This is an optimization exercise on Yosys and OpenROAD, whose aim is small area, a short achievable clock period and few clock cycles per item, not a production implementation.
In this exercise RTL edits were held to simulation tests only and were not proved equivalent to the original.

==> flow/design.v, too long to show whole: its modules and the start of the top module <==
// module qrs_disc: 799 lines
// module qrs_sqrt: 81 lines
// module qrs_div: 95 lines
// module quadratic_root_solver: 229 lines
module quadratic_root_solver (
  input  logic        clk,
  input  logic        rst,
  input  logic        s_tvalid,
  output logic        s_tready,
  input  logic [47:0] s_tdata,
  output logic        m_tvalid,
  input  logic        m_tready,
  output logic [63:0] m_tdata,
  output logic [1:0]  m_tuser
);
  // ...
==> flow/run.sh <==
#!/bin/bash
# synth_recipe.tcl (not shown) runs the flow's synth.tcl, then flattens the netlist and writes it again
# the make line also repeats each setting of config.mk as NAME=value (left out here)
make -C /OpenROAD-flow-scripts/flow DESIGN_CONFIG=/design/flow/config.mk WORK_HOME=/design/flow/orfs CLKGATE_MAP_FILE= SYNTH_SCRIPT=/design/flow/synth_recipe.tcl finish
==> flow/config.mk <==
export PLATFORM = sky130hd
export DESIGN_NAME = quadratic_root_solver
export DESIGN_NICKNAME = quadratic_root_solver
export VERILOG_FILES = /design/flow/design.v
export SDC_FILE = /design/flow/constraint.sdc
export NUM_CORES = 4
export LEC_CHECK = 0
export CAP_MARGIN = 20
export CORE_MARGIN = 2
export CORE_UTILIZATION = 40
export SETUP_SLACK_MARGIN = 4.5
export SLEW_MARGIN = 20
==> flow/constraint.sdc <==
create_clock -name core_clock -period 9.0 [get_ports {clk}]
set_input_delay 1.8000 -clock core_clock [delete_from_list [all_inputs] [get_ports {clk}]]
set_output_delay 1.8000 -clock core_clock [all_outputs]
set_load 0.01 [all_outputs]
==> flow_metrics.env, run 1 <==
export IMPL_grt_overflow=0
export IMPL_post_drt_wl_per_cell_um=19.0
export IMPL_row_count=257
export IMPL_status="timing/DRC/antenna clean"
export IMPL_fmaxAchievable_ghz=0.149
export IMPL_drt_first_pass_iters=7
export IMPL_grt_busiest_layer="met2"
export IMPL_drtAntennaViolNets=0
export IMPL_yosys_area_share_simple_pct=9.27
export IMPL_fin_cells=25800
export IMPL_area_growth_pct=28.6
export IMPL_arrival_ps=7390
export IMPL_drc=0
export IMPL_crit_cells=32
export IMPL_met3_usage_pct=1.99
export IMPL_tap_cell_count=6475
export IMPL_worst_setup_path_start_kind="register"
export IMPL_gp_congestion=0.875
export IMPL_cp_top_family="compound AO/OA/AOI/OAI gates"
export IMPL_coreArea_mm2=0.489
export IMPL_fillers=41000
export IMPL_die_area_mm2=0.496
export IMPL_flops_and_latches=3391
export IMPL_tritoncts="yes"
export IMPL_vias=134000
export IMPL_setup_slack_ps=2310
export IMPL_grt_pass1_vias=134000
export IMPL_slew_violations=0
export IMPL_dominant_cells="multi-input combinational cells"
export IMPL_holdCritStartpoint="u_div.g_it[5].g_r.xm_q[5]"
export IMPL_min_period_over_period_pct=74.4
export IMPL_endpoint="u_sqrt.g_it[26].g_r.rem_q[2]"
export IMPL_track_usage_pct=18.8
export IMPL_hpwl_um=312000
export IMPL_die_x_um=704
Testbench counts, summed over its fixed seeds: cycles 3,488, items 3,200.
==> module qrs_sqrt, before the edit <==
module qrs_sqrt #(
  parameter int          SBW = 36,
  parameter logic [32:0] CUT = 33'h1_0000_0000
) (
  input  logic            clk,
  input  logic            rst,
  input  logic            en,
  input  logic            in_vld,
  input  logic [33:0]     in_rad,
  input  logic [SBW-1:0]  in_sb,
  output logic            out_vld,
  output logic [32:0]     out_root,
  output logic [SBW-1:0]  out_sb
);
  localparam int N = 33;
  wire           vld  [N+1];
  wire [33:0]    rad  [N+1];
  wire [33:0]    rem  [N+1];
  wire [32:0]    root [N+1];
  wire [SBW-1:0] sb   [N+1];
  assign vld[0]  = in_vld;
  assign rad[0]  = in_rad;
  assign rem[0]  = '0;
  assign root[0] = '0;
  assign sb[0]   = in_sb;
  for (genvar i = 0; i < N; i++) begin : g_it
    localparam int CW = i + 3;
    logic [CW-1:0] cur, trial;
    logic [CW:0]   diff;
    logic          ge;
    logic [33:0]   rem_n;
    logic [32:0]   root_n;
    logic [33:0]   rad_n;
    assign cur   = {rem[i][i:0], rad[i][33:32]};
    assign trial = CW'({root[i], 2'b01});
    assign diff  = {1'b0, cur} - {1'b0, trial};
    assign ge    = !diff[CW];
    always_comb begin
      rem_n = '0;
      rem_n[i+1:0] = ge ? diff[i+1:0] : cur[i+1:0];
    end
    assign root_n = {root[i][31:0], ge};
    assign rad_n  = {rad[i][31:0], 2'b00};
    if (CUT[i]) begin : g_r
      logic           v_q;
      logic [33:0]    rad_q;
      logic [i+1:0]   rem_q;
      logic [i:0]     root_q;
      logic [SBW-1:0] sb_q;
      always_ff @(posedge clk) begin
        if (rst) begin
          v_q <= 1'b0;
        end else if (en) begin
          v_q <= vld[i];
        end
      end
      always_ff @(posedge clk) begin
        if (en) begin
          rad_q  <= rad_n;
          rem_q  <= rem_n[i+1:0];
          root_q <= root_n[i:0];
          sb_q   <= sb[i];
        end
      end
      assign vld[i+1]  = v_q;
      assign rad[i+1]  = rad_q;
      assign rem[i+1]  = 34'(rem_q);
      assign root[i+1] = 33'(root_q);
      assign sb[i+1]   = sb_q;
    end else begin : g_w
      assign vld[i+1]  = vld[i];
      assign rad[i+1]  = rad_n;
      assign rem[i+1]  = rem_n;
      assign root[i+1] = root_n;
      assign sb[i+1]   = sb[i];
    end
  end
  assign out_vld  = vld[N];
  assign out_root = root[N];
  assign out_sb   = sb[N];
endmodule
==> module qrs_div, before the edit <==
module qrs_div #(
  parameter int          SBW = 6,
  parameter logic [30:0] CUT = 31'h4000_0000
) (
  input  logic            clk,
  input  logic            rst,
  input  logic            en,
  input  logic            in_vld,
  input  logic [15:0]     in_den,
  input  logic [14:0]     in_rp,
  input  logic [30:0]     in_xp,
  input  logic [14:0]     in_rm,
  input  logic [30:0]     in_xm,
  input  logic [SBW-1:0]  in_sb,
  output logic            out_vld,
  output logic [30:0]     out_qp,
  output logic [30:0]     out_qm,
  output logic [SBW-1:0]  out_sb
);
  localparam int N = 31;
  wire           vld [N+1];
  wire [15:0]    den [N+1];
  wire [14:0]    rp  [N+1];
  wire [30:0]    xp  [N+1];
  wire [14:0]    rm  [N+1];
  wire [30:0]    xm  [N+1];
  wire [SBW-1:0] sb  [N+1];
  assign vld[0] = in_vld;
  assign den[0] = in_den;
  assign rp[0]  = in_rp;
  assign xp[0]  = in_xp;
  assign rm[0]  = in_rm;
  assign xm[0]  = in_xm;
  assign sb[0]  = in_sb;
  for (genvar j = 0; j < N; j++) begin : g_it
    logic [15:0] curp, curm;
    logic [16:0] dp, dm;
    logic        gep, gem;
    logic [14:0] rp_n, rm_n;
    logic [30:0] xp_n, xm_n;
    assign curp = {rp[j], xp[j][30]};
    assign curm = {rm[j], xm[j][30]};
    assign dp   = {1'b0, curp} - {1'b0, den[j]};
    assign dm   = {1'b0, curm} - {1'b0, den[j]};
    assign gep  = !dp[16];
    assign gem  = !dm[16];
    assign rp_n = gep ? dp[14:0] : curp[14:0];
    assign rm_n = gem ? dm[14:0] : curm[14:0];
    assign xp_n = {xp[j][29:0], gep};
    assign xm_n = {xm[j][29:0], gem};
    if (CUT[j]) begin : g_r
      logic           v_q;
      logic [15:0]    den_q;
      logic [14:0]    rp_q, rm_q;
      logic [30:0]    xp_q, xm_q;
      logic [SBW-1:0] sb_q;
      always_ff @(posedge clk) begin
        if (rst) begin
          v_q <= 1'b0;
        end else if (en) begin
          v_q <= vld[j];
        end
      end
      always_ff @(posedge clk) begin
        if (en) begin
          den_q <= den[j];
          rp_q  <= rp_n;
          rm_q  <= rm_n;
          xp_q  <= xp_n;
          xm_q  <= xm_n;
          sb_q  <= sb[j];
        end
      end
      assign vld[j+1] = v_q;
      assign den[j+1] = den_q;
      assign rp[j+1]  = rp_q;
      assign rm[j+1]  = rm_q;
      assign xp[j+1]  = xp_q;
      assign xm[j+1]  = xm_q;
      assign sb[j+1]  = sb_q;
    end else begin : g_w
      assign vld[j+1] = vld[j];
      assign den[j+1] = den[j];
      assign rp[j+1]  = rp_n;
      assign rm[j+1]  = rm_n;
      assign xp[j+1]  = xp_n;
      assign xm[j+1]  = xm_n;
      assign sb[j+1]  = sb[j];
    end
  end
  assign out_vld = vld[N];
  assign out_qp  = xp[N];
  assign out_qm  = xm[N];
  assign out_sb  = sb[N];
endmodule
==> module quadratic_root_solver, before the edit <==
module quadratic_root_solver (
  input  logic        clk,
  input  logic        rst,
  input  logic        s_tvalid,
  output logic        s_tready,
  input  logic [47:0] s_tdata,
  output logic        m_tvalid,
  input  logic        m_tready,
  output logic [63:0] m_tdata,
  output logic [1:0]  m_tuser
);
  localparam logic [32:0] SQ_CUT  = 33'b1_0101_0101_0101_0101_0101_0101_1001_0010;
  localparam logic [30:0] DV_CUT  = 31'b110_1010_1010_1010_1010_1010_1010_1010;
  localparam bit          PRE_CUT = 1'b1;
  logic en;
  logic en_q;
  logic sk_v;
  assign en       = en_q;
  assign s_tready = !sk_v;
  logic               v0;
  logic signed [15:0] a0, b0, c0;
  always_ff @(posedge clk) begin
    if (rst) begin
      v0 <= 1'b0;
    end else if (en) begin
      v0 <= s_tvalid;
    end
  end
  always_ff @(posedge clk) begin
    if (en) begin
      a0 <= s_tdata[15:0];
      b0 <= s_tdata[31:16];
      c0 <= s_tdata[47:32];
    end
  end
  logic [33:0] ds0, dc0;
  qrs_disc u_disc (
    .a  (a0),
    .b  (b0),
    .c  (c0),
    .ds (ds0),
    .dc (dc0)
  );
  logic               v1;
  logic [33:0]        ds1, dc1;
  logic signed [33:0] d1;
  logic [15:0]        am1;
  logic               as1, az1;
  logic signed [15:0] b1;
  always_ff @(posedge clk) begin
    if (rst) begin
      v1 <= 1'b0;
    end else if (en) begin
      v1 <= v0;
    end
  end
  always_ff @(posedge clk) begin
    if (en) begin
      ds1 <= ds0;
      dc1 <= dc0;
      am1 <= a0[15] ? 16'(-a0) : 16'(a0);
      as1 <= a0[15];
      az1 <= (a0 == '0);
      b1  <= b0;
    end
  end
  qrs_pkg::kind_t kind1;
  assign d1 = ds1 + dc1;
  always_comb begin
    if (az1) begin
      kind1 = qrs_pkg::KIND_AZERO;
    end else if (d1[33]) begin
      kind1 = qrs_pkg::KIND_NONE;
    end else if (d1 == '0) begin
      kind1 = qrs_pkg::KIND_DOUBLE;
    end else begin
      kind1 = qrs_pkg::KIND_TWO;
    end
  end
  logic        sq_vld;
  logic [32:0] sq;
  logic [34:0] sq_sb;
  qrs_sqrt #(
    .SBW (35),
    .CUT (SQ_CUT)
  ) u_sqrt (
    .clk      (clk),
    .rst      (rst),
    .en       (en),
    .in_vld   (v1),
    .in_rad   (d1),
    .in_sb    ({kind1, as1, am1, b1}),
    .out_vld  (sq_vld),
    .out_root (sq),
    .out_sb   (sq_sb)
  );
  qrs_pkg::kind_t     kind2;
  logic               as2;
  logic [15:0]        am2;
  logic signed [15:0] b2;
  logic signed [35:0] bs2, ss2, np2, nm2;
  logic [35:0]        unp2, unm2;
  logic [33:0]        xp2, xm2;
  assign kind2 = sq_sb[34:33];
  assign as2   = sq_sb[32];
  assign am2   = sq_sb[31:16];
  assign b2    = sq_sb[15:0];
  assign bs2   = 36'(b2) <<< 16;
  assign ss2   = $signed({3'b000, sq});
  assign np2   = ss2 - bs2;
  assign nm2   = -ss2 - bs2;
  assign unp2  = np2[35] ? 36'(-np2) : 36'(np2);
  assign unm2  = nm2[35] ? 36'(-nm2) : 36'(nm2);
  assign xp2   = 34'((unp2 + 36'(am2)) >> 1);
  assign xm2   = 34'((unm2 + 36'(am2)) >> 1);
  logic        ovp2, ovm2, ngp2, ngm2;
  assign ovp2 = 16'(xp2[32:31]) >= am2;
  assign ovm2 = 16'(xm2[32:31]) >= am2;
  assign ngp2 = np2[35] != as2;
  assign ngm2 = nm2[35] != as2;
  logic           dv_in_vld;
  logic [15:0]    dv_in_den;
  logic [32:0]    dv_in_xp, dv_in_xm;
  logic [5:0]     dv_in_sb;
  if (PRE_CUT) begin : g_pre_r
    logic        v_q;
    logic [15:0] den_q;
    logic [32:0] xp_q, xm_q;
    logic [5:0]  sb_q;
    always_ff @(posedge clk) begin
      if (rst) begin
        v_q <= 1'b0;
      end else if (en) begin
        v_q <= sq_vld;
      end
    end
    always_ff @(posedge clk) begin
      if (en) begin
        den_q <= am2;
        xp_q  <= xp2[32:0];
        xm_q  <= xm2[32:0];
        sb_q  <= {kind2, ovp2, ngp2, ovm2, ngm2};
      end
    end
    assign dv_in_vld = v_q;
    assign dv_in_den = den_q;
    assign dv_in_xp  = xp_q;
    assign dv_in_xm  = xm_q;
    assign dv_in_sb  = sb_q;
  end else begin : g_pre_w
    assign dv_in_vld = sq_vld;
    assign dv_in_den = am2;
    assign dv_in_xp  = xp2[32:0];
    assign dv_in_xm  = xm2[32:0];
    assign dv_in_sb  = {kind2, ovp2, ngp2, ovm2, ngm2};
  end
  logic        dv_vld;
  logic [30:0] qp, qm;
  logic [5:0]  dv_sb;
  qrs_div #(
    .SBW (6),
    .CUT (DV_CUT)
  ) u_div (
    .clk     (clk),
    .rst     (rst),
    .en      (en),
    .in_vld  (dv_in_vld),
    .in_den  (dv_in_den),
    .in_rp   (15'(dv_in_xp[32:31])),
    .in_xp   (dv_in_xp[30:0]),
    .in_rm   (15'(dv_in_xm[32:31])),
    .in_xm   (dv_in_xm[30:0]),
    .in_sb   (dv_in_sb),
    .out_vld (dv_vld),
    .out_qp  (qp),
    .out_qm  (qm),
    .out_sb  (dv_sb)
  );
  qrs_pkg::kind_t kind3;
  logic [31:0]    rp3, rm3;
  assign kind3 = dv_sb[5:4];
  always_comb begin
    if (dv_sb[3]) begin
      rp3 = dv_sb[2] ? 32'h8000_0000 : 32'h7FFF_FFFF;
    end else begin
      rp3 = dv_sb[2] ? 32'(-{1'b0, qp}) : {1'b0, qp};
    end
    if (dv_sb[1]) begin
      rm3 = dv_sb[0] ? 32'h8000_0000 : 32'h7FFF_FFFF;
    end else begin
      rm3 = dv_sb[0] ? 32'(-{1'b0, qm}) : {1'b0, qm};
    end
    if (kind3[1]) begin
      rp3 = '0;
      rm3 = '0;
    end
  end
  logic        o_free;
  logic [65:0] sk_d;
  assign o_free = !m_tvalid || m_tready;
  always_ff @(posedge clk) begin
    if (rst) begin
      m_tvalid <= 1'b0;
      sk_v     <= 1'b0;
      en_q     <= 1'b1;
    end else if (sk_v) begin
      if (o_free) begin
        m_tvalid <= 1'b1;
        sk_v     <= 1'b0;
        en_q     <= 1'b1;
      end
    end else if (o_free) begin
      m_tvalid <= dv_vld;
    end else if (dv_vld) begin
      sk_v <= 1'b1;
      en_q <= 1'b0;
    end
  end
  always_ff @(posedge clk) begin
    if (en) begin
      sk_d <= {kind3, rm3, rp3};
    end
  end
  always_ff @(posedge clk) begin
    if (o_free) begin
      {m_tuser, m_tdata} <= sk_v ? sk_d : {kind3, rm3, rp3};
    end
  end
endmodule
==> inputs of run 2 (changes only) <==
--- a/flow/design.v
+++ b/flow/design.v
@@ -808,11 +808,10 @@
 endmodule
 module qrs_sqrt #(
   parameter int          SBW = 36,
-  parameter logic [32:0] CUT = 33'h1_0000_0000
+  parameter logic [16:0] CUT = 17'h1_0000
 ) (
   input  logic            clk,
   input  logic            rst,
-  input  logic            en,
   input  logic            in_vld,
   input  logic [33:0]     in_rad,
   input  logic [SBW-1:0]  in_sb,
@@ -820,166 +819,252 @@
   output logic [32:0]     out_root,
   output logic [SBW-1:0]  out_sb
 );
-  localparam int N = 33;
+  localparam int N = 17;
   wire           vld  [N+1];
   wire [33:0]    rad  [N+1];
   wire [33:0]    rem  [N+1];
   wire [32:0]    root [N+1];
   wire [SBW-1:0] sb   [N+1];
-  assign vld[0]  = in_vld;
-  assign rad[0]  = in_rad;
-  assign rem[0]  = '0;
-  assign root[0] = '0;
-  assign sb[0]   = in_sb;
-  for (genvar i = 0; i < N; i++) begin : g_it
-    localparam int CW = i + 3;
-    logic [CW-1:0] cur, trial;
-    logic [CW:0]   diff;
-    logic          ge;
-    logic [33:0]   rem_n;
-    logic [32:0]   root_n;
-    logic [33:0]   rad_n;
-    assign cur   = {rem[i][i:0], rad[i][33:32]};
-    assign trial = CW'({root[i], 2'b01});
-    assign diff  = {1'b0, cur} - {1'b0, trial};
-    assign ge    = !diff[CW];
-    always_comb begin
-      rem_n = '0;
-      rem_n[i+1:0] = ge ? diff[i+1:0] : cur[i+1:0];
-    end
-    assign root_n = {root[i][31:0], ge};
-    assign rad_n  = {rad[i][31:0], 2'b00};
-    if (CUT[i]) begin : g_r
+  logic       ge0;
+  logic [1:0] rem0;
+  assign ge0  = in_rad[33] | in_rad[32];
+  assign rem0 = in_rad[33:32] - {1'b0, ge0};
+  wire         vld_s0  = in_vld;
+  wire [33:0]  rad_s0  = {in_rad[31:0], 2'b00};
+  wire [33:0]  rem_s0  = 34'(rem0);
+  wire [32:0]  root_s0 = 33'(ge0);
+  for (genvar m = 0; m < N; m++) begin : g_st
+    logic [33:0] rad_n, rem_n;
+    logic [32:0] root_n;
+    if (m == 0) begin : g_r2
+      assign rad_n  = rad_s0;
+      assign rem_n  = rem_s0;
+      assign root_n = root_s0;
+    end else begin : g_r4
+      localparam int RB = 2 * m - 1;
+      localparam int YW = 2 * m + 4;
+      logic [RB-1:0] r;
+      logic [YW-1:0] y, t1, t2, t3a, t3b;
+      logic [YW:0]   d1, d2, d3;
+      logic          g1, g2, g3;
+      logic [1:0]    dg;
+      logic [YW-1:0] rn;
+      assign r   = root[m][RB-1:0];
+      assign y   = {rem[m][2*m-1:0], rad[m][33:30]};
+      assign t1  = YW'({r, 3'b001});
+      assign t2  = YW'({r, 4'b0100});
+      assign t3a = YW'({r, 4'b1001});
+      assign t3b = YW'({r, 3'b000});
+      assign d1  = {1'b0, y} - {1'b0, t1};
+      assign d2  = {1'b0, y} - {1'b0, t2};
+      assign d3  = {1'b0, y} - {1'b0, t3a} - {1'b0, t3b};
+      assign g1  = !d1[YW];
+      assign g2  = !d2[YW];
+      assign g3  = !d3[YW];
+      assign dg  = g3 ? 2'd3 : g2 ? 2'd2 : g1 ? 2'd1 : 2'd0;
+      always_comb begin
+        if (g3) begin
+          rn = d3[YW-1:0];
+        end else if (g2) begin
+          rn = d2[YW-1:0];
+        end else if (g1) begin
+          rn = d1[YW-1:0];
+        end else begin
+          rn = y;
+        end
+      end
+      assign rad_n  = {rad[m][29:0], 4'b0000};
+      assign rem_n  = 34'(rn[2*m+1:0]);
+      assign root_n = 33'({r, dg});
+    end
+    if (CUT[m]) begin : g_q
       logic           v_q;
       logic [33:0]    rad_q;
-      logic [i+1:0]   rem_q;
-      logic [i:0]     root_q;
+      logic [2*m+1:0] rem_q;
+      logic [2*m:0]   root_q;
       logic [SBW-1:0] sb_q;
       always_ff @(posedge clk) begin
         if (rst) begin
           v_q <= 1'b0;
-        end else if (en) begin
-          v_q <= vld[i];
+        end else begin
+          v_q <= (m == 0) ? vld_s0 : vld[m];
         end
       end
       always_ff @(posedge clk) begin
-        if (en) begin
-          rad_q  <= rad_n;
-          rem_q  <= rem_n[i+1:0];
-          root_q <= root_n[i:0];
-          sb_q   <= sb[i];
-        end
+        rad_q  <= rad_n;
+        rem_q  <= rem_n[2*m+1:0];
+        root_q <= root_n[2*m:0];
+        sb_q   <= (m == 0) ? in_sb : sb[m];
       end
-      assign vld[i+1]  = v_q;
-      assign rad[i+1]  = rad_q;
-      assign rem[i+1]  = 34'(rem_q);
-      assign root[i+1] = 33'(root_q);
-      assign sb[i+1]   = sb_q;
+      assign vld[m+1]  = v_q;
+      assign rad[m+1]  = rad_q;
+      assign rem[m+1]  = 34'(rem_q);
+      assign root[m+1] = 33'(root_q);
+      assign sb[m+1]   = sb_q;
     end else begin : g_w
-      assign vld[i+1]  = vld[i];
-      assign rad[i+1]  = rad_n;
-      assign rem[i+1]  = rem_n;
-      assign root[i+1] = root_n;
-      assign sb[i+1]   = sb[i];
+      assign vld[m+1]  = (m == 0) ? vld_s0 : vld[m];
+      assign rad[m+1]  = rad_n;
+      assign rem[m+1]  = rem_n;
+      assign root[m+1] = root_n;
+      assign sb[m+1]   = (m == 0) ? in_sb : sb[m];
     end
   end
+  assign vld[0]  = in_vld;
+  assign rad[0]  = in_rad;
+  assign rem[0]  = '0;
+  assign root[0] = '0;
+  assign sb[0]   = in_sb;
   assign out_vld  = vld[N];
   assign out_root = root[N];
   assign out_sb   = sb[N];
 endmodule
 module qrs_div #(
   parameter int          SBW = 6,
-  parameter logic [30:0] CUT = 31'h4000_0000
+  parameter logic [15:0] CUT = 16'h8000
 ) (
   input  logic            clk,
   input  logic            rst,
-  input  logic            en,
   input  logic            in_vld,
   input  logic [15:0]     in_den,
-  input  logic [14:0]     in_rp,
+  input  logic [17:0]     in_den3,
+  input  logic [1:0]      in_rp,
   input  logic [30:0]     in_xp,
-  input  logic [14:0]     in_rm,
+  input  logic [1:0]      in_rm,
   input  logic [30:0]     in_xm,
   input  logic [SBW-1:0]  in_sb,
   output logic            out_vld,
   output logic [30:0]     out_qp,
   output logic [30:0]     out_qm,
+  output logic [15:0]     out_den,
   output logic [SBW-1:0]  out_sb
 );
-  localparam int N = 31;
-  wire           vld [N+1];
-  wire [15:0]    den [N+1];
-  wire [14:0]    rp  [N+1];
-  wire [30:0]    xp  [N+1];
-  wire [14:0]    rm  [N+1];
-  wire [30:0]    xm  [N+1];
-  wire [SBW-1:0] sb  [N+1];
-  assign vld[0] = in_vld;
-  assign den[0] = in_den;
-  assign rp[0]  = in_rp;
-  assign xp[0]  = in_xp;
-  assign rm[0]  = in_rm;
-  assign xm[0]  = in_xm;
-  assign sb[0]  = in_sb;
-  for (genvar j = 0; j < N; j++) begin : g_it
-    logic [15:0] curp, curm;
-    logic [16:0] dp, dm;
-    logic        gep, gem;
+  localparam int N = 16;
+  wire           vld  [N+1];
+  wire [15:0]    den  [N+1];
+  wire [17:0]    den3 [N+1];
+  wire [14:0]    rp   [N+1];
+  wire [30:0]    xp   [N+1];
+  wire [14:0]    rm   [N+1];
+  wire [30:0]    xm   [N+1];
+  wire [SBW-1:0] sb   [N+1];
+  assign vld[0]  = in_vld;
+  assign den[0]  = in_den;
+  assign den3[0] = in_den3;
+  assign rp[0]   = 15'(in_rp);
+  assign xp[0]   = in_xp;
+  assign rm[0]   = 15'(in_rm);
+  assign xm[0]   = in_xm;
+  assign sb[0]   = in_sb;
+  for (genvar m = 0; m < N; m++) begin : g_st
+    localparam int WI = (m == 0) ? 2 : ((2 * m + 1 < 15) ? 2 * m + 1 : 15);
+    localparam int WO = (m == 0) ? 3 : ((2 * m + 3 < 15) ? 2 * m + 3 : 15);
     logic [14:0] rp_n, rm_n;
     logic [30:0] xp_n, xm_n;
-    assign curp = {rp[j], xp[j][30]};
-    assign curm = {rm[j], xm[j][30]};
-    assign dp   = {1'b0, curp} - {1'b0, den[j]};
-    assign dm   = {1'b0, curm} - {1'b0, den[j]};
-    assign gep  = !dp[16];
-    assign gem  = !dm[16];
-    assign rp_n = gep ? dp[14:0] : curp[14:0];
-    assign rm_n = gem ? dm[14:0] : curm[14:0];
-    assign xp_n = {xp[j][29:0], gep};
-    assign xm_n = {xm[j][29:0], gem};
-    if (CUT[j]) begin : g_r
+    if (m == 0) begin : g_r2
+      logic [2:0]  yp, ym;
+      logic [16:0] dp, dm;
+      logic        gp, gm;
+      assign yp   = {rp[m][1:0], xp[m][30]};
+      assign ym   = {rm[m][1:0], xm[m][30]};
+      assign dp   = 17'(yp) - {1'b0, den[m]};
+      assign dm   = 17'(ym) - {1'b0, den[m]};
+      assign gp   = !dp[16];
+      assign gm   = !dm[16];
+      assign rp_n = 15'(gp ? dp[2:0] : yp);
+      assign rm_n = 15'(gm ? dm[2:0] : ym);
+      assign xp_n = {xp[m][29:0], gp};
+      assign xm_n = {xm[m][29:0], gm};
+    end else begin : g_r4
+      localparam int YW = WI + 2;
+      logic [YW-1:0] yp, ym;
+      logic [18:0]   p1, p2, p3, m1, m2, m3;
+      logic          gp1, gp2, gp3, gm1, gm2, gm3;
+      logic [WO-1:0] rpo, rmo;
+      assign yp  = {rp[m][WI-1:0], xp[m][30:29]};
+      assign ym  = {rm[m][WI-1:0], xm[m][30:29]};
+      assign p1  = 19'(yp) - 19'(den[m]);
+      assign p2  = 19'(yp) - 19'({den[m], 1'b0});
+      assign p3  = 19'(yp) - 19'(den3[m]);
+      assign m1  = 19'(ym) - 19'(den[m]);
+      assign m2  = 19'(ym) - 19'({den[m], 1'b0});
+      assign m3  = 19'(ym) - 19'(den3[m]);
+      assign gp1 = !p1[18];
+      assign gp2 = !p2[18];
+      assign gp3 = !p3[18];
+      assign gm1 = !m1[18];
+      assign gm2 = !m2[18];
+      assign gm3 = !m3[18];
+      always_comb begin
+        if (gp3) begin
+          rpo = p3[WO-1:0];
+        end else if (gp2) begin
+          rpo = p2[WO-1:0];
+        end else if (gp1) begin
+          rpo = p1[WO-1:0];
+        end else begin
+          rpo = WO'(yp);
+        end
+        if (gm3) begin
+          rmo = m3[WO-1:0];
+        end else if (gm2) begin
+          rmo = m2[WO-1:0];
+        end else if (gm1) begin
+          rmo = m1[WO-1:0];
+        end else begin
+          rmo = WO'(ym);
+        end
+      end
+      assign rp_n = 15'(rpo);
+      assign rm_n = 15'(rmo);
+      assign xp_n = {xp[m][28:0], gp2, gp3 | (gp1 & !gp2)};
+      assign xm_n = {xm[m][28:0], gm2, gm3 | (gm1 & !gm2)};
+    end
+    if (CUT[m]) begin : g_q
       logic           v_q;
       logic [15:0]    den_q;
-      logic [14:0]    rp_q, rm_q;
+      logic [17:0]    den3_q;
+      logic [WO-1:0]  rp_q, rm_q;
       logic [30:0]    xp_q, xm_q;
       logic [SBW-1:0] sb_q;
       always_ff @(posedge clk) begin
         if (rst) begin
           v_q <= 1'b0;
-        end else if (en) begin
-          v_q <= vld[j];
+        end else begin
+          v_q <= vld[m];
         end
       end
       always_ff @(posedge clk) begin
-        if (en) begin
-          den_q <= den[j];
-          rp_q  <= rp_n;
-          rm_q  <= rm_n;
-          xp_q  <= xp_n;
-          xm_q  <= xm_n;
-          sb_q  <= sb[j];
-        end
+        den_q  <= den[m];
+        den3_q <= den3[m];
+        rp_q   <= rp_n[WO-1:0];
+        rm_q   <= rm_n[WO-1:0];
+        xp_q   <= xp_n;
+        xm_q   <= xm_n;
+        sb_q   <= sb[m];
       end
-      assign vld[j+1] = v_q;
-      assign den[j+1] = den_q;
-      assign rp[j+1]  = rp_q;
-      assign rm[j+1]  = rm_q;
-      assign xp[j+1]  = xp_q;
-      assign xm[j+1]  = xm_q;
-      assign sb[j+1]  = sb_q;
+      assign vld[m+1]  = v_q;
+      assign den[m+1]  = den_q;
+      assign den3[m+1] = den3_q;
+      assign rp[m+1]   = 15'(rp_q);
+      assign rm[m+1]   = 15'(rm_q);
+      assign xp[m+1]   = xp_q;
+      assign xm[m+1]   = xm_q;
+      assign sb[m+1]   = sb_q;
     end else begin : g_w
-      assign vld[j+1] = vld[j];
-      assign den[j+1] = den[j];
-      assign rp[j+1]  = rp_n;
-      assign rm[j+1]  = rm_n;
-      assign xp[j+1]  = xp_n;
-      assign xm[j+1]  = xm_n;
-      assign sb[j+1]  = sb[j];
+      assign vld[m+1]  = vld[m];
+      assign den[m+1]  = den[m];
+      assign den3[m+1] = den3[m];
+      assign rp[m+1]   = rp_n;
+      assign rm[m+1]   = rm_n;
+      assign xp[m+1]   = xp_n;
+      assign xm[m+1]   = xm_n;
+      assign sb[m+1]   = sb[m];
     end
   end
   assign out_vld = vld[N];
   assign out_qp  = xp[N];
   assign out_qm  = xm[N];
+  assign out_den = den[N];
   assign out_sb  = sb[N];
 endmodule
 module quadratic_root_solver (
@@ -993,25 +1078,42 @@
   output logic [63:0] m_tdata,
   output logic [1:0]  m_tuser
 );
-  localparam logic [32:0] SQ_CUT  = 33'b1_0101_0101_0101_0101_0101_0101_1001_0010;
-  localparam logic [30:0] DV_CUT  = 31'b110_1010_1010_1010_1010_1010_1010_1010;
-  localparam bit          PRE_CUT = 1'b1;
-  logic en;
-  logic en_q;
-  logic sk_v;
-  assign en       = en_q;
-  assign s_tready = !sk_v;
-  logic               v0;
+  localparam logic [16:0] SQ_CUT = 17'b1_1111_1111_1111_0101;
+  localparam logic [15:0] DV_CUT = 16'b1111_1111_1111_0100;
+  localparam int SQB = 52;   
+  localparam int DVB = 40;   
+  logic        dv_vld;
+  logic [39:0] dv_sb;
+  logic [15:0] dv_den;
+  logic        wrap;     
+  logic        sk_v;     
+  logic        dl;       
+  logic        rc;       
+  logic        mke;
+  logic [15:0] ae, be, ce;
+  assign mke = dv_sb[39];
+  assign be  = dv_sb[31:16];
+  assign ce  = dv_sb[15:0];
+  assign ae  = dv_sb[32] ? 16'(-dv_den) : dv_den;
+  assign dl       = dv_vld && (!wrap || mke) && !sk_v;
+  assign rc       = dv_vld && !dl;
+  assign s_tready = !wrap && !(dv_vld && sk_v);
+  logic               v0, mk0;
   logic signed [15:0] a0, b0, c0;
   always_ff @(posedge clk) begin
     if (rst) begin
       v0 <= 1'b0;
-    end else if (en) begin
-      v0 <= s_tvalid;
+    end else begin
+      v0 <= rc || (s_tvalid && s_tready);
     end
   end
   always_ff @(posedge clk) begin
-    if (en) begin
+    mk0 <= rc && (!wrap || mke);
+    if (rc) begin
+      a0 <= ae;
+      b0 <= be;
+      c0 <= ce;
+    end else begin
       a0 <= s_tdata[15:0];
       b0 <= s_tdata[31:16];
       c0 <= s_tdata[47:32];
@@ -1025,30 +1127,30 @@
     .ds (ds0),
     .dc (dc0)
   );
-  logic               v1;
+  logic               v1, mk1;
   logic [33:0]        ds1, dc1;
-  logic signed [33:0] d1;
   logic [15:0]        am1;
   logic               as1, az1;
-  logic signed [15:0] b1;
+  logic signed [15:0] b1, c1;
   always_ff @(posedge clk) begin
     if (rst) begin
       v1 <= 1'b0;
-    end else if (en) begin
+    end else begin
       v1 <= v0;
     end
   end
   always_ff @(posedge clk) begin
-    if (en) begin
-      ds1 <= ds0;
-      dc1 <= dc0;
-      am1 <= a0[15] ? 16'(-a0) : 16'(a0);
-      as1 <= a0[15];
-      az1 <= (a0 == '0);
-      b1  <= b0;
-    end
+    mk1 <= mk0;
+    ds1 <= ds0;
+    dc1 <= dc0;
+    am1 <= a0[15] ? 16'(-a0) : 16'(a0);
+    as1 <= a0[15];
+    az1 <= (a0 == '0);
+    b1  <= b0;
+    c1  <= c0;
   end
-  qrs_pkg::kind_t kind1;
+  logic signed [33:0] d1;
+  qrs_pkg::kind_t     kind1;
   assign d1 = ds1 + dc1;
   always_comb begin
     if (az1) begin
@@ -1061,153 +1163,145 @@
       kind1 = qrs_pkg::KIND_TWO;
     end
   end
-  logic        sq_vld;
-  logic [32:0] sq;
-  logic [34:0] sq_sb;
+  logic           sq_vld;
+  logic [32:0]    sq;
+  logic [SQB-1:0] sq_sb;
   qrs_sqrt #(
-    .SBW (35),
+    .SBW (SQB),
     .CUT (SQ_CUT)
   ) u_sqrt (
     .clk      (clk),
     .rst      (rst),
-    .en       (en),
     .in_vld   (v1),
     .in_rad   (d1),
-    .in_sb    ({kind1, as1, am1, b1}),
+    .in_sb    ({mk1, kind1, as1, am1, b1, c1}),
     .out_vld  (sq_vld),
     .out_root (sq),
     .out_sb   (sq_sb)
   );
+  logic               mk2, as2;
   qrs_pkg::kind_t     kind2;
-  logic               as2;
   logic [15:0]        am2;
-  logic signed [15:0] b2;
-  logic signed [35:0] bs2, ss2, np2, nm2;
-  logic [35:0]        unp2, unm2;
+  logic signed [15:0] b2, c2;
+  logic signed [35:0] bs2, ss2, as2x;
+  logic signed [35:0] tpp2, tpn2, tmp2, tmn2;
+  logic               npn2, nmn2;
   logic [33:0]        xp2, xm2;
-  assign kind2 = sq_sb[34:33];
-  assign as2   = sq_sb[32];
-  assign am2   = sq_sb[31:16];
-  assign b2    = sq_sb[15:0];
+  assign mk2   = sq_sb[51];
+  assign kind2 = sq_sb[50:49];
+  assign as2   = sq_sb[48];
+  assign am2   = sq_sb[47:32];
+  assign b2    = sq_sb[31:16];
+  assign c2    = sq_sb[15:0];
   assign bs2   = 36'(b2) <<< 16;
   assign ss2   = $signed({3'b000, sq});
-  assign np2   = ss2 - bs2;
-  assign nm2   = -ss2 - bs2;
-  assign unp2  = np2[35] ? 36'(-np2) : 36'(np2);
-  assign unm2  = nm2[35] ? 36'(-nm2) : 36'(nm2);
-  assign xp2   = 34'((unp2 + 36'(am2)) >> 1);
-  assign xm2   = 34'((unm2 + 36'(am2)) >> 1);
-  logic        ovp2, ovm2, ngp2, ngm2;
+  assign as2x  = $signed({20'd0, am2});
+  assign tpp2 = ss2 - bs2 + as2x;
+  assign tpn2 = bs2 - ss2 + as2x;
+  assign tmp2 = as2x - ss2 - bs2;
+  assign tmn2 = ss2 + bs2 + as2x;
+  assign npn2 = ss2 < bs2;
+  assign nmn2 = ss2 > -bs2;
+  assign xp2  = npn2 ? tpn2[34:1] : tpp2[34:1];
+  assign xm2  = nmn2 ? tmn2[34:1] : tmp2[34:1];
+  logic ovp2, ovm2, ngp2, ngm2;
   assign ovp2 = 16'(xp2[32:31]) >= am2;
   assign ovm2 = 16'(xm2[32:31]) >= am2;
-  assign ngp2 = np2[35] != as2;
-  assign ngm2 = nm2[35] != as2;
-  logic           dv_in_vld;
-  logic [15:0]    dv_in_den;
-  logic [32:0]    dv_in_xp, dv_in_xm;
-  logic [5:0]     dv_in_sb;
-  if (PRE_CUT) begin : g_pre_r
-    logic        v_q;
-    logic [15:0] den_q;
-    logic [32:0] xp_q, xm_q;
-    logic [5:0]  sb_q;
-    always_ff @(posedge clk) begin
-      if (rst) begin
-        v_q <= 1'b0;
-      end else if (en) begin
-        v_q <= sq_vld;
-      end
-    end
-    always_ff @(posedge clk) begin
-      if (en) begin
-        den_q <= am2;
-        xp_q  <= xp2[32:0];
-        xm_q  <= xm2[32:0];
-        sb_q  <= {kind2, ovp2, ngp2, ovm2, ngm2};
-      end
+  assign ngp2 = npn2 != as2;
+  assign ngm2 = nmn2 != as2;
+  logic           v3;
+  logic [15:0]    den3;
+  logic [17:0]    den33;
+  logic [32:0]    xp3, xm3;
+  logic [DVB-1:0] sb3;
+  always_ff @(posedge clk) begin
+    if (rst) begin
+      v3 <= 1'b0;
+    end else begin
+      v3 <= sq_vld;
     end
-    assign dv_in_vld = v_q;
-    assign dv_in_den = den_q;
-    assign dv_in_xp  = xp_q;
-    assign dv_in_xm  = xm_q;
-    assign dv_in_sb  = sb_q;
-  end else begin : g_pre_w
-    assign dv_in_vld = sq_vld;
-    assign dv_in_den = am2;
-    assign dv_in_xp  = xp2[32:0];
-    assign dv_in_xm  = xm2[32:0];
-    assign dv_in_sb  = {kind2, ovp2, ngp2, ovm2, ngm2};
   end
-  logic        dv_vld;
+  always_ff @(posedge clk) begin
+    den3  <= am2;
+    den33 <= 18'(am2) + 18'({am2, 1'b0});
+    xp3  <= xp2[32:0];
+    xm3  <= xm2[32:0];
+    sb3  <= {mk2, kind2, ovp2, ngp2, ovm2, ngm2, as2, b2, c2};
+  end
   logic [30:0] qp, qm;
-  logic [5:0]  dv_sb;
   qrs_div #(
-    .SBW (6),
+    .SBW (DVB),
     .CUT (DV_CUT)
   ) u_div (
     .clk     (clk),
     .rst     (rst),
-    .en      (en),
-    .in_vld  (dv_in_vld),
-    .in_den  (dv_in_den),
-    .in_rp   (15'(dv_in_xp[32:31])),
-    .in_xp   (dv_in_xp[30:0]),
-    .in_rm   (15'(dv_in_xm[32:31])),
-    .in_xm   (dv_in_xm[30:0]),
-    .in_sb   (dv_in_sb),
+    .in_vld  (v3),
+    .in_den  (den3),
+    .in_den3 (den33),
+    .in_rp   (xp3[32:31]),
+    .in_xp   (xp3[30:0]),
+    .in_rm   (xm3[32:31]),
+    .in_xm   (xm3[30:0]),
+    .in_sb   (sb3),
     .out_vld (dv_vld),
     .out_qp  (qp),
     .out_qm  (qm),
+    .out_den (dv_den),
     .out_sb  (dv_sb)
   );
-  qrs_pkg::kind_t kind3;
-  logic [31:0]    rp3, rm3;
-  assign kind3 = dv_sb[5:4];
+  qrs_pkg::kind_t kind4;
+  logic [31:0]    rp4, rm4;
+  assign kind4 = dv_sb[38:37];
   always_comb begin
-    if (dv_sb[3]) begin
-      rp3 = dv_sb[2] ? 32'h8000_0000 : 32'h7FFF_FFFF;
+    if (dv_sb[36]) begin
+      rp4 = dv_sb[35] ? 32'h8000_0000 : 32'h7FFF_FFFF;
     end else begin
-      rp3 = dv_sb[2] ? 32'(-{1'b0, qp}) : {1'b0, qp};
+      rp4 = dv_sb[35] ? 32'(-{1'b0, qp}) : {1'b0, qp};
     end
-    if (dv_sb[1]) begin
-      rm3 = dv_sb[0] ? 32'h8000_0000 : 32'h7FFF_FFFF;
+    if (dv_sb[34]) begin
+      rm4 = dv_sb[33] ? 32'h8000_0000 : 32'h7FFF_FFFF;
     end else begin
-      rm3 = dv_sb[0] ? 32'(-{1'b0, qm}) : {1'b0, qm};
+      rm4 = dv_sb[33] ? 32'(-{1'b0, qm}) : {1'b0, qm};
     end
-    if (kind3[1]) begin
-      rp3 = '0;
-      rm3 = '0;
+    if (kind4[1]) begin
+      rp4 = '0;
+      rm4 = '0;
     end
   end
-  logic        o_free;
+  always_ff @(posedge clk) begin
+    if (rst) begin
+      wrap <= 1'b0;
+    end else if (rc) begin
+      wrap <= 1'b1;
+    end else if (dl) begin
+      wrap <= 1'b0;
+    end
+  end
+  logic        pop;
   logic [65:0] sk_d;
-  assign o_free = !m_tvalid || m_tready;
+  assign pop = m_tvalid && m_tready;
   always_ff @(posedge clk) begin
     if (rst) begin
       m_tvalid <= 1'b0;
       sk_v     <= 1'b0;
-      en_q     <= 1'b1;
     end else if (sk_v) begin
-      if (o_free) begin
-        m_tvalid <= 1'b1;
-        sk_v     <= 1'b0;
-        en_q     <= 1'b1;
+      if (pop) begin
+        sk_v <= 1'b0;
       end
-    end else if (o_free) begin
-      m_tvalid <= dv_vld;
-    end else if (dv_vld) begin
-      sk_v <= 1'b1;
-      en_q <= 1'b0;
+    end else if (m_tvalid && !pop) begin
+      sk_v <= dl;
+    end else begin
+      m_tvalid <= dl;
     end
   end
   always_ff @(posedge clk) begin
-    if (en) begin
-      sk_d <= {kind3, rm3, rp3};
+    if (!sk_v) begin
+      sk_d <= {kind4, rm4, rp4};
     end
   end
   always_ff @(posedge clk) begin
-    if (o_free) begin
-      {m_tuser, m_tdata} <= sk_v ? sk_d : {kind3, rm3, rp3};
+    if (!m_tvalid || pop) begin
+      {m_tuser, m_tdata} <= sk_v ? sk_d : {kind4, rm4, rp4};
     end
   end
 endmodule
--- a/flow/config.mk
+++ b/flow/config.mk
@@ -8,5 +8,5 @@
 export CAP_MARGIN = 20
 export CORE_MARGIN = 2
 export CORE_UTILIZATION = 40
-export SETUP_SLACK_MARGIN = 4.5
+export SETUP_SLACK_MARGIN = 5
 export SLEW_MARGIN = 20
==> run 2 against run 1 <==
Compared with the run above: still clean; maximum frequency grew 28%; non-clock buffer count decreased by 1311; synthesized cell count increased by 25%; highest routed layer is now met5.
==> flow_metrics.env, run 2 <==
export IMPL_status="timing/DRC/antenna clean"
export IMPL_die_x_um=714
export IMPL_drt_iter0_drc=10400
export IMPL_layout_drive_gt1_share_pct=14.0
export IMPL_ys_async_sr_fraction_pct=0
export IMPL_holdCritStartpoint="u_div.g_st[14].g_q.xm_q[3]"
export IMPL_dieHeight_um=714
export IMPL_arrival_ps=6090
export IMPL_cts_inserted_buffers=403
export IMPL_fin_crit_ps=5210
export IMPL_layout_commonest_cell="dfxtp_1"
export IMPL_clk_pin_slew_ps=60
export IMPL_wl_um=542000
export IMPL_worst_pin_slew_ps=1100
export IMPL_io_pins=120
export IMPL_grt_pass1_vias=144000
export IMPL_min_period_over_period_pct=57.9
export IMPL_track_usage_pct=20.2
export IMPL_synth_distinct_cells=86
export IMPL_regArea_mm2=0.0797
export IMPL_cp_top_family="simple AND/OR/NAND/NOR gates"
export IMPL_slew_headroom_pct=26.6
export IMPL_tns_ps=0
export IMPL_fillers=46400
export IMPL_coreArea_mm2=0.502
export IMPL_yosysTopAreaCell="dfxtp_1"
export IMPL_rsz0062_at_grt="yes"
export IMPL_drtAntennaViolNets=0
export IMPL_nNetsFinal=24900
export IMPL_place_port_buffers=119
export IMPL_synth_area_mm2=0.202
export IMPL_gp_congestion=0.895
export IMPL_htreeDepth=5
export IMPL_top_regs="u_sqrt.g_st.g_q.sb_q: 780 flops, u_div.g_st.g_q.sb_q: 520 flops"
export IMPL_post_drt_wl_per_cell_um=18.8
export IMPL_synth_common_cells="3862 x dfxtp_1, 2323 x ha_1, 1753 x inv_1"
export IMPL_ys_seq_area_share_pct=39.3
export IMPL_max_flop_register="u_sqrt.g_st.g_q.sb_q"
export IMPL_vias_per_cell=5.17
export IMPL_r2r_end="u_div.g_st[2].g_q.rm_q[6]"
export IMPL_drt_first_pass_iters=6
export IMPL_cp_num_buf_inv=8
export IMPL_cts_root_buf="clkbuf_16"
export IMPL_synthFlopType="dfxtp_1"
export IMPL_critical_path_peak_fanout=7
export IMPL_synthTopCellsByArea="dfxtp_1 38%, ha_1 14%, fa_1 6.6%"
export IMPL_r2r_slack_ps=3790
export IMPL_utilization_pct=47.9
export IMPL_setup_viol=0
export IMPL_die_area_mm2=0.510
export IMPL_end_kind="register"
export IMPL_final_cell_mix="3719 x dfxtp_1, 2201 x ha_1, 1617 x inv_1, 1337 x nand2_1, 1263 x nor2_1"
export IMPL_yosysWarnings=3
export IMPL_area_growth_pct=19.2
export IMPL_max_clock_path_buffers=4
export IMPL_largest_reg_flops=780
export IMPL_drc=0
export IMPL_worstPathRequired_ps=9880
export IMPL_yosysMostFrequentCell="dfxtp_1"
export IMPL_vias=149000
export IMPL_cts_sinks=3928
export IMPL_worst_setup_path_start_kind="register"
export IMPL_hpwl_um=400000
export IMPL_fin_worst_skew_ps=78.5
export IMPL_fin_cells=28900
export IMPL_fmaxAchievable_ghz=0.192
export IMPL_row_count=260
export IMPL_cap_violations=0
export IMPL_grt_pass1_wl_um=824000
export IMPL_hp_class="register to register"
export IMPL_cp_slowest_stage_delay_ps=360
export IMPL_grt_overflow=0
export IMPL_crit_type="register to register"
export IMPL_hold_violations=0
export IMPL_antenna_found_initial=37
export IMPL_reg2reg_depth=31
export IMPL_grt_max_degree=61
export IMPL_syn_area_per_cell_um2=9.67
export IMPL_hold_path_end="u_div.g_st[15].g_q.xm_q[5]"
export IMPL_critPathSlowestCell="fa_2"
export IMPL_slew_violations=0
export IMPL_hold_path_depth=0
export IMPL_netlist_instances=20800
export IMPL_clk_latency_ps=1000
export IMPL_synth_top_area_share_pct=38.4
export IMPL_dpl_cell_count=27400
export IMPL_tritoncts="yes"
export IMPL_timing_rr_start="den3[8]"
export IMPL_synth_edf_count=66
export IMPL_synth_seq_cells=3928
export IMPL_start_util_pct=40.2
export IMPL_multi_input_area_mm2=0.121
export IMPL_hold_ws_ps=275
-- run 2: changes by cell type after synthesis, moves of 202 or more --
cell      change
a211oi_1    +210
a21o_1      +203
dfxtp_1    +3824
edfxtp_1   -3287
fa_1        +272
ha_1        +647
inv_1       +220
mux2_2      -577
nand2_1     +443
o211ai_1    +202
o21ai_0     +522
-- run 2: what timing repair did --
action | 4_1_cts | 5_1_grt
hold buffers | 0 | 0
cloned | 31 | 28
setup endpoints to repair | 626 | 646
gates resized for setup | 1054 | 814
pin swaps | 344 | 450
buffers inserted | 442 | 271
-- run 2: cell type report --
type / instances / area share, %
diodes: 15 / 0.0156
flip-flops and latches: 3928 / 33.2
clock buffers: 528 / 4.72
multi-input cells: 14800 / 50.4
inverters: 1759 / 2.83
repair buffers: 1010 / 4.11
clock inverters: 218 / 1.27
well taps: 6681 / 3.48
-- run 2: worst register-to-register path: cells and delay by family (launching register included) --
family	cells	cell delay, ps
buf+inv	8	910
mux	3	810
fa+ha+maj	2	610
flops	1	330
simple gates	10	1610
compound gates	8	840
-- run 2: logic make-up (layout without fill, tap and decap cells) --
family | Yosys count | count (layout) | share of synthesized area (%)
adder cells (fa/ha/maj) | 2990 | 2990 | 21.0
flip-flops | 3928 | 3928 | 39.3
XOR/XNOR | 1416 | 1416 | 6.15
AND/OR/NAND/NOR | 4825 | 4828 | 11.4
other | 1 | 21 | 0.00186
AO/OA/AOI/OAI | 5112 | 5120 | 16.0
buffers and inverters | 2172 | 3515 | 4.04
multiplexers | 397 | 397 | 2.05
-- run 2: routing by layer --
metal / up-vias / share of wire, % / track usage [%]
li1: 74400 / - / -
met1: 70700 / 47 / 28.4
met2: 3293 / 45 / 32.7
met3: 900 / 4.9 / 2.05
met4: 4 / 3.2 / 6.07
met5: - / 0.0046 / 0
-- run 2: worst max path at each step --
stage,startpoint,end,slack (ps),cells after the start
floorplan,u_div.g_st[2].g_q.den_q[1],u_div.g_st[4].g_q.rm_q[5],4050,24
global placement,u_div.g_st[2].g_q.den_q[1],u_div.g_st[4].g_q.rp_q[6],2630,25
detailed placement,u_div.g_st[2].g_q.den_q[1],u_div.g_st[4].g_q.rp_q[6],2660,25
CTS,u_div.g_st[2].g_q.den3_q[0],u_div.g_st[4].g_q.rm_q[8],3920,26
global route,den3[8],u_div.g_st[2].g_q.rp_q[4],3490,28
finish,den3[8],u_div.g_st[2].g_q.rm_q[6],3790,31
-- run 2: through the flow --
step	setup slack, ps	area [um^2]
detailed placement	2660	212000
global placement	2630	212000
floorplan	4050	203000
finish	3790	240000
global route	3490	240000
CTS	3920	235000
Testbench counts of run 2, summed over its fixed seeds: cycles 3,456, items 3,200.

[what the ideal ports hide]
No port has a modelled driver above. Below, the same layouts with a new extraction and two added sets of constraints. Step 1, drivers: a clkbuf_16 drives clk and a buf_2 each remaining input, both assumed. Step 2, shift: input delay + t, output delay - t, t = (earliest + latest rising clock arrival at the registers) / 2. This alone moves slack from input paths to output paths. Slacks: no drivers / after step 1 / after step 2; pairs: no drivers / after step 1.
run | shift t [ns] | slack for setup (ns) | worst hold slack (ns) | clock arrival spread, ns | cell pins on the clock port's net
run 1 | 1.084 | 2.308 / 2.308 / 2.308 | 0.388 / 0.388 / 0.388 | 0.088 / 0.088 | 1
run 2 | 1.084 | 3.789 / 3.789 / 3.789 | 0.275 / 0.275 / 0.275 | 0.093 / 0.092 | 1
After both steps setup and hold are still met in every run listed.
